Source: an optimization exercise on an open RTL-to-GDS flow (aim: small area and a short achievable clock period). Production flows keep margins and buffers that such runs may drop. Function was checked by simulation only, so behaviour that the tests miss may differ from the original.

## run.sh

```bash
#!/bin/bash
# synth_recipe.tcl (not shown) runs the flow's synth.tcl, then flattens the netlist and writes it again
# the make line also repeats each setting of config.mk as NAME=value (left out here)
make -C /OpenROAD-flow-scripts/flow DESIGN_CONFIG=/design/flow/config.mk WORK_HOME=/design/flow/orfs CLKGATE_MAP_FILE= SYNTH_SCRIPT=/design/flow/synth_recipe.tcl finish
```

## config.mk

```make
export PLATFORM = sky130hd
export DESIGN_NAME = sidAudioPath
export DESIGN_NICKNAME = sidAudioPath
export VERILOG_FILES = /design/flow/design.v
export SDC_FILE = /design/flow/constraint.sdc
export NUM_CORES = 4
export LEC_CHECK = 0
export CAP_MARGIN = 20
export CORE_MARGIN = 2
export CORE_UTILIZATION = 40
export SLEW_MARGIN = 20
```

## constraint.sdc

```tcl
create_clock -name core_clock -period 20.0 [get_ports {clk}]
set_input_delay 4.0000 -clock core_clock [delete_from_list [all_inputs] [get_ports {clk}]]
set_output_delay 4.0000 -clock core_clock [all_outputs]
set_load 0.01 [all_outputs]
```

## design.v

```verilog
package sidPkg;
  typedef enum logic [1:0] {
    modeBypass   = 2'd0,   
    modeLowpass  = 2'd1,   
    modeHighpass = 2'd2    
  } filterMode_t;
  typedef logic signed [15:0] sample_t;   
  typedef logic signed [16:0] wide_t;     
  typedef logic signed [11:0] voice_t;    
  function automatic wide_t satWide(input logic signed [17:0] x);
    if (x[17] != x[16]) begin
      satWide = x[17] ? 17'h10000 : 17'h0ffff;   
    end else begin
      satWide = x[16:0];
    end
  endfunction
endpackage
`timescale 1ns/1ps
module clipper (
  input  sidPkg::wide_t   in,
  output sidPkg::sample_t out
);
  logic overflow;   
  assign overflow = in[16] ^ in[15];
  always_comb begin
    if (overflow) begin
      if (in[16]) begin
        out = 16'sh8000;   
      end else begin
        out = 16'sh7fff;   
      end
    end else begin
      out = in[15:0];   
    end
  end
endmodule
`timescale 1ns/1ps
module mult16x16 (
  input  sidPkg::wide_t   signal,
  input  logic [15:0]     coef,
  output sidPkg::sample_t out
);
  sidPkg::sample_t    clipped;   
  logic signed [32:0] product;   
  clipper clip0 (
    .in (signal),
    .out(clipped)
  );
  assign product = clipped * $signed({1'b0, coef});   
  assign out     = product[31:16];                    
endmodule
module mdac16x4 (
  input  logic            clk,
  input  sidPkg::sample_t voice,
  input  logic [3:0]      vol,
  output sidPkg::sample_t out
);
  logic signed [31:0] product;   
  assign product = voice * $signed({1'b0, vol});
  always_ff @(posedge clk) begin
    out <= product[19:4];   
  end
endmodule
module mdac12x8 (
  input  logic            clk,
  input  sidPkg::voice_t  voice,
  input  logic [7:0]      env,
  output sidPkg::sample_t out
);
  logic signed [15:0] voiceHigh;   
  logic signed [31:0] product;     
  assign voiceHigh = {voice, 4'b0000};
  assign product   = voiceHigh * $signed({1'b0, env});   
  always_ff @(posedge clk) begin
    out <= product[23:8];   
  end
endmodule
`timescale 1ns/1ps
module voiceMixer (
  input  logic                   clk,
  input  logic                   rst,
  input  logic                   sampleValid,
  input  sidPkg::voice_t         voice0,
  input  sidPkg::voice_t         voice1,
  input  sidPkg::voice_t         voice2,
  input  logic [7:0]             env0,
  input  logic [7:0]             env1,
  input  logic [7:0]             env2,
  input  logic [3-1:0] filterRoute,
  output sidPkg::wide_t          filtIn,
  output sidPkg::wide_t          directSum,
  output logic                   mixValid
);
  sidPkg::voice_t         voiceArr [3];   
  logic [7:0]             envArr   [3];
  sidPkg::sample_t        scaled   [3];   
  logic [3-1:0] routeReg;                 
  logic signed [17:0]     filtAcc;                  
  logic signed [17:0]     directAcc;
  assign voiceArr[0] = voice0;
  assign voiceArr[1] = voice1;
  assign voiceArr[2] = voice2;
  assign envArr[0]   = env0;
  assign envArr[1]   = env1;
  assign envArr[2]   = env2;
  for (genvar i = 0; i < 3; i++) begin : gMdac
    mdac12x8 mdac (
      .clk  (clk),
      .voice(voiceArr[i]),
      .env  (envArr[i]),
      .out  (scaled[i])
    );
  end
  always_ff @(posedge clk) begin
    routeReg <= filterRoute;   
    if (rst) begin
      mixValid <= 1'b0;
    end else begin
      mixValid <= sampleValid;
    end
  end
  always_comb begin
    filtAcc   = '0;
    directAcc = '0;
    for (int i = 0; i < 3; i++) begin
      if (routeReg[i]) begin
        filtAcc = filtAcc + 18'(scaled[i]);   
      end else begin
        directAcc = directAcc + 18'(scaled[i]);
      end
    end
  end
  assign filtIn    = sidPkg::satWide(filtAcc);
  assign directSum = sidPkg::satWide(directAcc);
endmodule
`timescale 1ns/1ps
module voiceFilter (
  input  logic                clk,
  input  logic                rst,
  input  logic                mixValid,
  input  sidPkg::wide_t       filtIn,
  input  sidPkg::wide_t       directSum,
  input  sidPkg::filterMode_t mode,
  input  logic [15:0]         coef,
  output sidPkg::sample_t     filtOut,
  output sidPkg::wide_t       directOut,
  output logic                filtValid
);
  sidPkg::sample_t    lp;         
  logic signed [17:0] diffFull;   
  sidPkg::wide_t      diffWide;   
  sidPkg::sample_t    diff;       
  sidPkg::sample_t    multOut;    
  sidPkg::wide_t      lpSum;      
  sidPkg::sample_t    lpNext;     
  sidPkg::sample_t    inClip;     
  sidPkg::sample_t    selOut;     
  assign diffFull = {filtIn[16], filtIn} - {{2{lp[15]}}, lp};
  assign diffWide = sidPkg::satWide(diffFull);
  clipper clipDiff (
    .in (diffWide),
    .out(diff)
  );
  mult16x16 mult0 (
    .signal(diffWide),   
    .coef  (coef),
    .out   (multOut)
  );
  assign lpSum = {lp[15], lp} + {multOut[15], multOut};
  clipper clipState (
    .in (lpSum),
    .out(lpNext)
  );
  clipper clipIn (
    .in (filtIn),
    .out(inClip)
  );
  always_comb begin
    case (mode)
      sidPkg::modeLowpass:  selOut = lpNext;
      sidPkg::modeHighpass: selOut = diff;
      default:              selOut = inClip;   
    endcase
  end
  always_ff @(posedge clk) begin
    if (rst) begin
      lp        <= '0;
      filtOut   <= '0;
      directOut <= '0;
      filtValid <= 1'b0;
    end else begin
      filtValid <= mixValid;
      if (mixValid) begin
        lp        <= lpNext;
        filtOut   <= selOut;
        directOut <= directSum;   
      end
    end
  end
endmodule
`timescale 1ns/1ps
module sidAudioPath (
  input  logic                   clk,
  input  logic                   rst,
  input  logic                   sampleValid,
  input  sidPkg::voice_t         voice0,
  input  sidPkg::voice_t         voice1,
  input  sidPkg::voice_t         voice2,
  input  logic [7:0]             env0,
  input  logic [7:0]             env1,
  input  logic [7:0]             env2,
  input  logic [3-1:0] filterRoute,
  input  sidPkg::filterMode_t    mode,
  input  logic [15:0]            coef,
  input  logic [3:0]             volume,
  output sidPkg::sample_t        audioOut,
  output logic                   audioValid
);
  sidPkg::wide_t      filtIn;      
  sidPkg::wide_t      directSum;
  logic               mixValid;
  sidPkg::sample_t    filtOut;     
  sidPkg::wide_t      directOut;
  logic               filtValid;
  logic signed [17:0] finalFull;   
  sidPkg::wide_t      finalWide;
  sidPkg::sample_t    finalMix;    
  voiceMixer mixer0 (
    .clk(clk), .rst(rst), .sampleValid(sampleValid),
    .voice0(voice0), .voice1(voice1), .voice2(voice2),
    .env0(env0), .env1(env1), .env2(env2), .filterRoute(filterRoute),
    .filtIn(filtIn), .directSum(directSum), .mixValid(mixValid)
  );
  voiceFilter filter0 (
    .clk(clk), .rst(rst), .mixValid(mixValid), .filtIn(filtIn),
    .directSum(directSum), .mode(mode), .coef(coef),
    .filtOut(filtOut), .directOut(directOut), .filtValid(filtValid)
  );
  assign finalFull = {{2{filtOut[15]}}, filtOut} + {directOut[16], directOut};
  assign finalWide = sidPkg::satWide(finalFull);
  clipper clipMix (
    .in (finalWide),
    .out(finalMix)
  );
  mdac16x4 volume0 (
    .clk  (clk),
    .voice(finalMix),
    .vol  (volume),
    .out  (audioOut)   
  );
  always_ff @(posedge clk) begin
    if (rst) begin
      audioValid <= 1'b0;
    end else begin
      audioValid <= filtValid;   
    end
  end
endmodule
```

==> notes.md <==
## worst max-delay path: cells and delay by family, from the launching register on
kind                     cells  cell delay, ns
XOR/XNOR                     3            0.65
AO/OA/AOI/OAI               30            6.99
adder cells (fa/ha/maj)     14            5.68
AND/OR/NAND/NOR             18            3.71
flip-flops                   1            0.46
buffers and inverters        9            1.05
## layout make-up
| type | count | area [um^2] |
|---|---|---|
| diodes | 1 | 2.50 |
| clock buffers | 17 | 425 |
| clock inverters | 14 | 246 |
| fillers | 7871 | 44200 |
| inverters | 695 | 2610 |
| multi-input cells | 2906 | 26300 |
| flip-flops and latches | 119 | 2380 |
| well taps | 1050 | 1310 |
| repair buffers | 131 | 1240 |
## stage by stage
stage / std cells / utilization, % / cell area, um^2
finish: 4933 / 43.9 / 34500
global route: 4932 / 43.9 / 34500
CTS: 4932 / 43.8 / 34500
detailed placement: 4901 / 42.9 / 33800
global placement: 4901 / 42.9 / 33800
floorplan: 3832 / - / 31700
## how the worst max path moves through the flow
stage	slack (ns)	start	end
floorplan	2.79	mixer0.routeReg[0]	filter0.filtOut[7]
global placement	0.51	mixer0.routeReg[0]	filter0.filtOut[7]
detailed placement	0.31	mixer0.routeReg[0]	filter0.filtOut[7]
CTS	0.23	mixer0.routeReg[0]	filter0.filtOut[7]
global route	0.008	mixer0.routeReg[0]	filter0.filtOut[1]
finish	1.37	mixer0.routeReg[0]	filter0.filtOut[1]
## logic make-up after synthesis
kind of cell	Yosys count	synth area share (%)
fa+ha+maj	856	44.6
simple gates	1209	19.0
mux	25	0.849
buf+inv	807	9.63
compound gates	644	13.6
flops	119	7.52
xor+xnor	172	4.82
## metal layers
layer / share of wire (%) / vias up
met5: 0 / -
met4: 3.0 / 0
met3: 2.8 / 98
met2: 48 / 436
met1: 46 / 12400
li1: - / 12400
## registers in the layout (all words and copies together) (netlist names), 3 cells and up
register               flops
filter0.directOut         17
filter0.filtOut           16
filter0.lp                16
mixer0.gMdac.mdac.out     48
mixer0.routeReg            3
volume0.out               16
## repair_timing
item	in CTS	in global routing
gates resized for setup	0	16
setup endpoints to repair	0	31
hold buffers	0	0
## synthesized netlist by cell type, types with 11 or more instances
cell type,count,area (um^2)
o21ai_0,118,591
or3_1,23,144
mux2_2,11,124
a221oi_1,11,96.3
o211ai_1,16,120
maj3_1,18,180
nor2b_1,78,488
nor3_1,37,185
dfxtp_1,119,2380
nand2b_1,31,194
nor2_1,217,815
a211oi_1,48,360
o21bai_1,15,113
xnor2_1,111,972
inv_1,692,2600
a31oi_1,24,150
o31ai_1,14,105
a21o_1,66,495
or2_2,19,119
ha_1,379,4740
xor2_1,60,526
mux2i_1,13,130
o21a_1,30,225
clkbuf_1,98,368
a21oi_1,160,801
fa_1,459,9190
and3_1,18,113
o21ai_1,18,90.1
nand3_1,37,185
nand4_1,11,68.8
nand2_1,392,1470
a21boi_0,15,113
and2_1,319,2000
==> flow_summary.ini <==
[yosys]
synth_cells = 3832
synth-edff-count = 0
avgSynthCellArea_um2 = 8.26
synth_area_um2 = 31700
synth_nets = 4758
synth_seq_cells = 119
synth_seq_area_share_pct = 7.52
yosysWarnings = 11
async_flop_share_pct = 0
yosys.cell_types.count = 98
ys.flop_type = dfxtp_1

[critical_path]
regToRegSetupSlack_ns = 1.37
path_class = flip-flop to flip-flop
cp.arrival_ns = 18.96
cp_slowest_stage_delay_ns = 0.55
crit_slowest_cell = ha_2
start_kind = flip-flop
worstReg2RegEnd = filter0.filtOut[1]
cp_common_cell = a21o_1
ff2ff_path_depth = 74
timing.rr.start = mixer0.routeReg[0]
worstPathMaxFanout = 20
end_kind = flip-flop
worstPathRequired_ns = 20.33

[clock_tree]
cts_setup_buffers = 0
numCtsBuffers = 17
cts_tree = built
clk_path_buf_depth = 2
root_buffer = clkbuf_16
htreeDepth = 4
clk_latency_ns = 0.47
cts_sinks = 119
clk_pin_slew_ns = 0.07

[sta]
period_share_pct = 93.1
report.final.slew_viol_count = 0
period_needed_ns = 18.63
whs_ns = 0.463
fin_ws_ns = 1.37
fin_tns_setup_ns = 0
tightest_slew_ns = 1.11
rsz0062_at_grt = no
hold_viol = 0
setup_viol = 0
worst_clock_skew_ns = 0.0130
max-slew-margin-rel_pct = 25.2
clock.fmax_mhz = 53.7

[cells_and_area]
final_common_cell = inv_1
synthToLayoutAreaGrowth_pct = 9.10
nets = 4796
final_cell_mix = inv_1, fa_1, nand2_1
drive_gt1_share_pct = 3.63

[routing]
avgViaCountPerCell = 5.13
postRouteAntennaNets = 0
wl_per_cell_um = 16.3
drt-initial-drc-count = 1296
drt_wl_total_um = 80300
via_count = 25300
drc_errors = 0
drtPass1Iterations = 5

[hold_path]
hold_depth = 1
hold-path-endpoint = audioValid
hold_path_class = flip-flop to flip-flop
hold_start = filter0.filtValid

[global_route]
top_usage_layer = met2
grt.total_usage_pct = 20.3
grtUsageMet2_pct = 35.2
grtUsageMet3_pct = 1.88
antenna_found_initial = 0
grt_pass1_vias = 25900
overflow = 0
grt_pass1_wl_um = 134000
met1_usage_pct = 26.7
grt_max_degree = 63

[floorplanning]
die_h_um = 285
die-area_um2 = 81400
die_w_um = 285
coreArea_um2 = 78700
io-pin-count = 105
start_util_pct = 40.2
rows = 103

[flow_run]
cap_violations = 0

[placed_design]
gp_congestion = 0.951
io_buffers = 104
dp_hpwl_um = 67300
place_ws_ns = 0.310

[run_status]
status = finished clean

## what the ideal ports hide
No port has a modelled driver above. Below, the same layout with a new extraction and two added sets of constraints. Step 1: set_driving_cell puts a clkbuf_16 on clk and a buf_2 on each other input, an assumption about the parent block. Step 2 moves the port delays by t, midway between the first and last clock arrival at a register: inputs arrive t later, outputs are due t later. That takes back most of the time a late clock gives input paths. Slacks: ideal / step 1 / step 2; pairs: ideal / step 1.
t (ns): 0.518
setup slack, ns: 1.372 / 1.372 / 1.372
worst register clock-pin slew, ns: 0.07 / 0.07
After both steps this run still meets setup and hold. For this run, drivers alone change the setup slack by 0.000 ns; drivers and shift together by 0.000 ns.
